This is an optimization exercise on Yosys and OpenROAD, whose aim is small area, a short achievable clock period and few clock cycles per item, not a production implementation.

==> flow/design.v <==
`default_nettype none
module eigen2x2_fx #(
  parameter int WIDTH = 32,
  parameter int FRAC  = 16
) (
  input  logic             clk,
  input  logic             rst,
  input  logic             start,
  input  logic [WIDTH-1:0] a1,
  input  logic [WIDTH-1:0] a2,
  input  logic [WIDTH-1:0] a3,
  input  logic [WIDTH-1:0] a4,
  output logic             busy,
  output logic             done,
  output logic [WIDTH-1:0] v1,
  output logic [WIDTH-1:0] v2,
  output logic             complex,
  output logic             ovf
);
  localparam int CW = 36;    
  logic busy_q, done_q;
  logic p_diff, p_mul1, p_mul, p_abs, p_sqrt, p_f1, p_f2;
  logic [5:0] cnt_q;
  logic [2:0] jt_q;             
  logic s1_acc, s1_s2;          
  logic b2_one, b2_two, b2_neg;
  logic b3_one, b3_two, b3_neg;
  logic corr_q;                 
  logic [1:0] lo3_q;            
  logic n2_q;                   
  logic pend3_q;                
  logic signed [33:0] acc_q;    
  logic               py_q;     
  logic               zr_q;     
  logic signed [34:0] x_q;      
  logic signed [35:0] z_q;      
  logic signed [33:0] w_q;      
  logic signed [32:0] s_q;      
  logic               neg_q;
  logic               o1_q;          
  localparam int NK = 5;
  logic [NK-1:0] fit;
  for (genvar i = 0; i < NK; i++) begin : g_fit
    localparam int K = 7 + 2*i;
    wire [34-(2*K-1):0] xs = x_q[34:2*K-1];
    wire [33-(2*K-3):0] ws = w_q[33:2*K-3];
    assign fit[i] = ((&xs) | ~(|xs)) & ((&ws) | ~(|ws));
  end
  logic [2:0] jt_d;
  always_comb begin
    jt_d = 3'(NK);
    for (int i = NK-1; i >= 0; i--)
      if (fit[i]) jt_d = 3'(i);
  end
  function automatic logic [5:0] jof(input logic [2:0] t);
    jof = 6'(7 + 2*int'(t));
  endfunction
  logic [1:0]    pair_n;        
  logic          n2;            
  logic [CW-1:0] in1, in2, in3, csa_s, csa_c, cpa;
  logic [CW-1:0] xe, ze, m2, m3;
  assign pair_n = acc_q[31:30] ^ {2{neg_q}};
  assign n2     = n2_q;
  assign xe = CW'(x_q);
  assign ze = CW'(z_q);
  always_comb begin
    in1 = ({CW{s1_acc}} & CW'(acc_q)) | ({CW{s1_s2}} & CW'($signed({s_q, 1'b0})));
    m2  = ({CW{b2_one}} & xe) | ({CW{b2_two}} & {xe[CW-2:0], 1'b0});
    in2 = m2 ^ {CW{n2}};
    if (p_sqrt) in2[1:0] = 2'b11;
    m3  = ({CW{b3_one}} & {ze[CW-3:0], 2'b00}) | ({CW{b3_two}} & {ze[CW-4:0], 3'b000});
    in3 = m3 ^ {{(CW-2){b3_neg}}, 2'b00};
    in3[1:0] = lo3_q;
    csa_s = in1 ^ in2 ^ in3;
    csa_c = {((in1[CW-2:0] & in2[CW-2:0]) | (in1[CW-2:0] & in3[CW-2:0]) |
              (in2[CW-2:0] & in3[CW-2:0])), pend3_q};
  end
  logic [CW-1:0] pg_g [0:6];
  logic [CW-1:0] pg_p [0:6];
  logic [CW-1:0] hs;
  always_comb begin
    hs = csa_s ^ csa_c;
    pg_g[0] = csa_s & csa_c;
    pg_p[0] = hs;
    for (int l = 0; l < 6; l++) begin
      for (int i = 0; i < CW; i++) begin
        if (i >= (1 << l)) begin
          pg_g[l+1][i] = pg_g[l][i] | (pg_p[l][i] & pg_g[l][i - (1 << l)]);
          pg_p[l+1][i] = pg_p[l][i] & pg_p[l][i - (1 << l)];
        end else begin
          pg_g[l+1][i] = pg_g[l][i];
          pg_p[l+1][i] = pg_p[l][i];
        end
      end
    end
    cpa[0] = hs[0];
    for (int i = 1; i < CW; i++) cpa[i] = hs[i] ^ pg_g[6][i-1];
  end
  logic [33:0] h;
  assign h     = cpa[CW-1:2];
  logic c_d;
  assign c_d = z_q[35] ? (&z_q) : (z_q == 36'(x_q));
  logic [2:0] rem0;
  assign rem0 = {1'b0, pair_n} - 3'd1;
  logic skip;
  assign skip = (p_abs | (p_sqrt & zr_q)) & ~(|(acc_q[31:26] ^ {6{neg_q}}));
  logic acc_start, mul_end, sq_end;
  logic n_diff, n_mul1, n_mul, n_abs, n_sqrt, n_f1, n_f2;
  assign acc_start = ~busy_q & start;
  assign mul_end   = (cnt_q == jof(jt_q));
  assign sq_end    = skip ? (cnt_q >= 6'(2*jof(jt_q) + 6'd14))
                          : (cnt_q >= 6'(2*jof(jt_q) + 6'd16));
  assign n_diff    = acc_start;
  assign n_mul1    = p_diff;
  assign n_mul     = p_mul1 | (p_mul & ~mul_end);
  assign n_abs     = p_mul & mul_end;
  assign n_sqrt    = p_abs | (p_sqrt & ~sq_end);
  assign n_f1      = p_sqrt & sq_end;
  assign n_f2      = p_f1;
  always_ff @(posedge clk or posedge rst) begin
    if (rst) begin
      busy_q <= 1'b0; done_q <= 1'b0;
      p_diff <= 1'b0; p_mul1 <= 1'b0; p_mul <= 1'b0; p_abs <= 1'b0;
      p_sqrt <= 1'b0; p_f1 <= 1'b0; p_f2 <= 1'b0;
    end else begin
      busy_q <= acc_start | (busy_q & ~p_f2);
      done_q <= p_f2;
      p_diff <= n_diff; p_mul1 <= n_mul1; p_mul <= n_mul; p_abs <= n_abs;
      p_sqrt <= n_sqrt; p_f1 <= n_f1; p_f2 <= n_f2;
    end
  end
  logic xo, xv;
  assign xo = x_q[{cnt_q[4:0], 1'b1}];
  assign xv = x_q[{cnt_q[4:0], 1'b0}];
  always_ff @(posedge clk) begin
    s1_acc <= n_diff | n_mul1 | n_mul;
    s1_s2  <= n_abs | n_f1 | (n_f2 & ~neg_q);
    b2_one <= 1'b0; b2_two <= 1'b0; b2_neg <= 1'b0;
    b3_one <= 1'b0; b3_two <= 1'b0; b3_neg <= 1'b0;
    corr_q <= 1'b0;
    if (n_diff) begin
      b2_one <= 1'b1; b2_neg <= 1'b1;
    end
    if (n_mul1) begin    
      b2_one <= cpa[0];
      b2_two <= cpa[1] & ~cpa[0];
      b2_neg <= cpa[1];
      b3_one <= w_q[0];
      b3_two <= w_q[1] & ~w_q[0];
      b3_neg <= w_q[1];
    end
    if (n_mul) begin
      b2_one <= xv ^ py_q;
      b2_two <= (xo & ~xv & ~py_q) | (~xo & xv & py_q);
      b2_neg <= xo & ~(xv & py_q);
      b3_one <= w_q[2] ^ w_q[1];
      b3_two <= (w_q[3] & ~w_q[2] & ~w_q[1]) | (~w_q[3] & w_q[2] & w_q[1]);
      b3_neg <= w_q[3] & ~(w_q[2] & w_q[1]);
    end
    if (n_abs) b2_one <= 1'b1;
    if (n_sqrt) begin
      b2_two <= 1'b1; b2_neg <= 1'b1; b3_one <= 1'b1;
    end
    if (n_f1) b2_one <= ~neg_q;
    if (n_f2) begin
      b2_one <= 1'b1; b2_neg <= ~neg_q; corr_q <= neg_q & c_d;
    end
    pend3_q <= b3_neg;
    n2_q <= 1'b0;
    if (n_diff) n2_q <= 1'b1;
    if (n_mul1) n2_q <= cpa[1];
    if (n_mul)  n2_q <= xo & ~(xv & py_q);
    if (n_sqrt) n2_q <= p_abs ? (|pair_n) : ~cpa[CW-1];
    if (n_f2)   n2_q <= ~neg_q;
    lo3_q <= 2'b00;
    if (n_diff) lo3_q <= 2'b01;
    if (n_mul1) lo3_q <= {1'b0, cpa[1]};
    if (n_mul)  lo3_q <= {1'b0, xo & ~(xv & py_q)};
    if (n_sqrt) lo3_q <= (skip ? acc_q[25:24] : acc_q[29:28]) ^ {2{neg_q}};
    if (n_f2)   lo3_q <= {neg_q & c_d, ~neg_q};
  end
  always_ff @(posedge clk) begin
    if (!busy_q)               acc_q <= 34'($signed(a1));
    else if (p_diff)           acc_q <= '0;
    else if (p_mul1 | p_mul | p_f1) acc_q <= cpa[35:2];
    else if (p_f2)             acc_q <= acc_q;
    else if (skip)             acc_q <= {acc_q[27:0], w_q[33:28]};
    else                       acc_q <= {acc_q[31:0], w_q[33:32]};
    py_q <= p_diff ? cpa[1] : xo;
    if (!busy_q)               x_q <= 35'($signed(a4));
    else if (p_diff)           x_q <= cpa[34:0];
    else if (p_abs)            x_q <= {33'd0, |pair_n, 1'b0};
    else if (p_sqrt)           x_q <= {x_q[33:1], ~cpa[CW-1], 1'b0};
    if (!busy_q)               z_q <= 36'($signed(a2));
    else if (p_abs)            z_q <= 36'($signed(rem0));
    else if (p_sqrt)           z_q <= cpa;
    else if (p_f2)             z_q <= cpa;
    if (!busy_q)               w_q <= 34'($signed(a3));
    else if (p_mul1 | p_mul)   w_q <= {cpa[1:0], w_q[33:2]};
    else if (skip)             w_q <= {w_q[27:0], 6'b00};
    else if (p_abs | p_sqrt)   w_q <= {w_q[31:0], 2'b00};
    if (!busy_q)               s_q <= 33'($signed(a4));
    else if (p_abs)            s_q <= cpa[32:0];
    if (p_mul & mul_end)       neg_q <= cpa[CW-1];
    o1_q <= ~((&acc_q[33:31]) | ~(|acc_q[33:31]));
    if (p_mul1) jt_q <= jt_d;
    cnt_q <= p_diff ? 6'd1 : cnt_q + (skip ? 6'd3 : 6'd1);
    zr_q  <= p_abs ? ~(|pair_n) : (zr_q & cpa[CW-1]);
  end
  assign busy    = busy_q;
  assign done    = done_q;
  logic o2;
  assign o2      = ~((&z_q[35:33]) | ~(|z_q[35:33]));
  assign v1      = o1_q ? 32'h7fff_ffff : acc_q[31:0];
  assign v2      = o2 ? {z_q[35], {31{~z_q[35]}}} : z_q[33:2];
  assign complex = neg_q;
  assign ovf     = o1_q | o2;
endmodule
`default_nettype wire
==> flow/config.mk <==
export PLATFORM = sky130hd
export DESIGN_NAME = eigen2x2_fx
export DESIGN_NICKNAME = eigen2x2_fx
export VERILOG_FILES = /design/flow/design.v
export SDC_FILE = /design/flow/constraint.sdc
export NUM_CORES = 4
export LEC_CHECK = 0
export CAP_MARGIN = 20
export CORE_MARGIN = 2
export CORE_UTILIZATION = 65
export SLEW_MARGIN = 20
==> flow/constraint.sdc <==
create_clock -name core_clock -period 10.0 [get_ports {clk}]
set_input_delay 2.0000 -clock core_clock [delete_from_list [all_inputs] [get_ports {clk}]]
set_output_delay 2.0000 -clock core_clock [all_outputs]
set_load 0.01 [all_outputs]
standard.sh (not shown) runs the stock make flow with config.mk's settings and CLKGATE_MAP_FILE= SYNTH_SCRIPT=/design/flow/synth_recipe.tcl, a recipe that flattens the netlist after the stock synthesis.
==> flow/flow/run.sh <==
#!/bin/bash
set -euo pipefail
bash standard.sh "BUFFER_PORTS_ARGS=-buffer_cell sky130_fd_sc_hd__buf_1" SETUP_SLACK_MARGIN=5.5 finish > standard_flow.log 2>&1
Rerun with:
--- a/flow/design.v
+++ b/flow/design.v
@@ -183,6 +183,5 @@
     if (!busy_q)               acc_q <= 34'($signed(a1));
     else if (p_diff)           acc_q <= '0;
-    else if (p_mul1 | p_mul | p_f1) acc_q <= cpa[35:2];
-    else if (p_f2)             acc_q <= acc_q;
+    else if (p_mul1 | p_mul)   acc_q <= cpa[35:2];
     else if (skip)             acc_q <= {acc_q[27:0], w_q[33:28]};
     else                       acc_q <= {acc_q[31:0], w_q[33:32]};
@@ -200,8 +199,9 @@
     else if (skip)             w_q <= {w_q[27:0], 6'b00};
     else if (p_abs | p_sqrt)   w_q <= {w_q[31:0], 2'b00};
+    else if (p_f1)             w_q <= h;
     if (!busy_q)               s_q <= 33'($signed(a4));
     else if (p_abs)            s_q <= cpa[32:0];
     if (p_mul & mul_end)       neg_q <= cpa[CW-1];
-    o1_q <= ~((&acc_q[33:31]) | ~(|acc_q[33:31]));
+    o1_q <= ~((&w_q[33:31]) | ~(|w_q[33:31]));
     if (p_mul1) jt_q <= jt_d;
     cnt_q <= p_diff ? 6'd1 : cnt_q + (skip ? 6'd3 : 6'd1);
@@ -212,6 +212,6 @@
   logic o2;
   assign o2      = ~((&z_q[35:33]) | ~(|z_q[35:33]));
-  assign v1      = o1_q ? 32'h7fff_ffff : acc_q[31:0];
-  assign v2      = o2 ? {z_q[35], {31{~z_q[35]}}} : z_q[33:2];
+  assign v1      = o1_q ? 32'h7fff_ffff : w_q[31:0];
+  assign v2      = o2 ? {~neg_q, {31{neg_q}}} : z_q[33:2];
   assign complex = neg_q;
   assign ovf     = o1_q | o2;
=> The changed run went through all stages and came out clean. Synthesized area decreases by a few percent. Routed wire length decreases by a few percent. Global-route usage decreases by 1.1 points. Final area decreases slightly. Maximum frequency increases slightly. Final cell count increases by a few percent. Critical path depth decreases by 9. Hold slack gets worse by 0.025 ns.
Function was not checked in any run of this note: the RTL went through the layout flow alone.

separate check: timing with driven ports:
The results above use ideal ports. As a check the final layouts listed here were re-extracted and re-timed, cells and wires unchanged. Step 1 (the two cells are an assumption about what drives the block):
set clk [get_ports {clk}]
set_driving_cell -lib_cell sky130_fd_sc_hd__clkbuf_16 $clk
set_driving_cell -lib_cell sky130_fd_sc_hd__buf_2 [delete_from_list [all_inputs] $clk]
Step 2 times the ports against the registers' clock, not the clock port: input delays grow and output delays shrink by t, the midpoint of the rising clock arrivals with the driver on. Slacks: no drivers / after step 1 / after step 2; pairs: no drivers / after step 1.
run	t, ns	setup WS [ns]	worst register clock-pin slew, ns
the first run	0.599	5.490 / 5.490 / 5.490	0.07 / 0.07
the second run	0.601	5.513 / 5.457 / 5.570	0.06 / 0.06
After both steps every run listed still meets setup and hold.
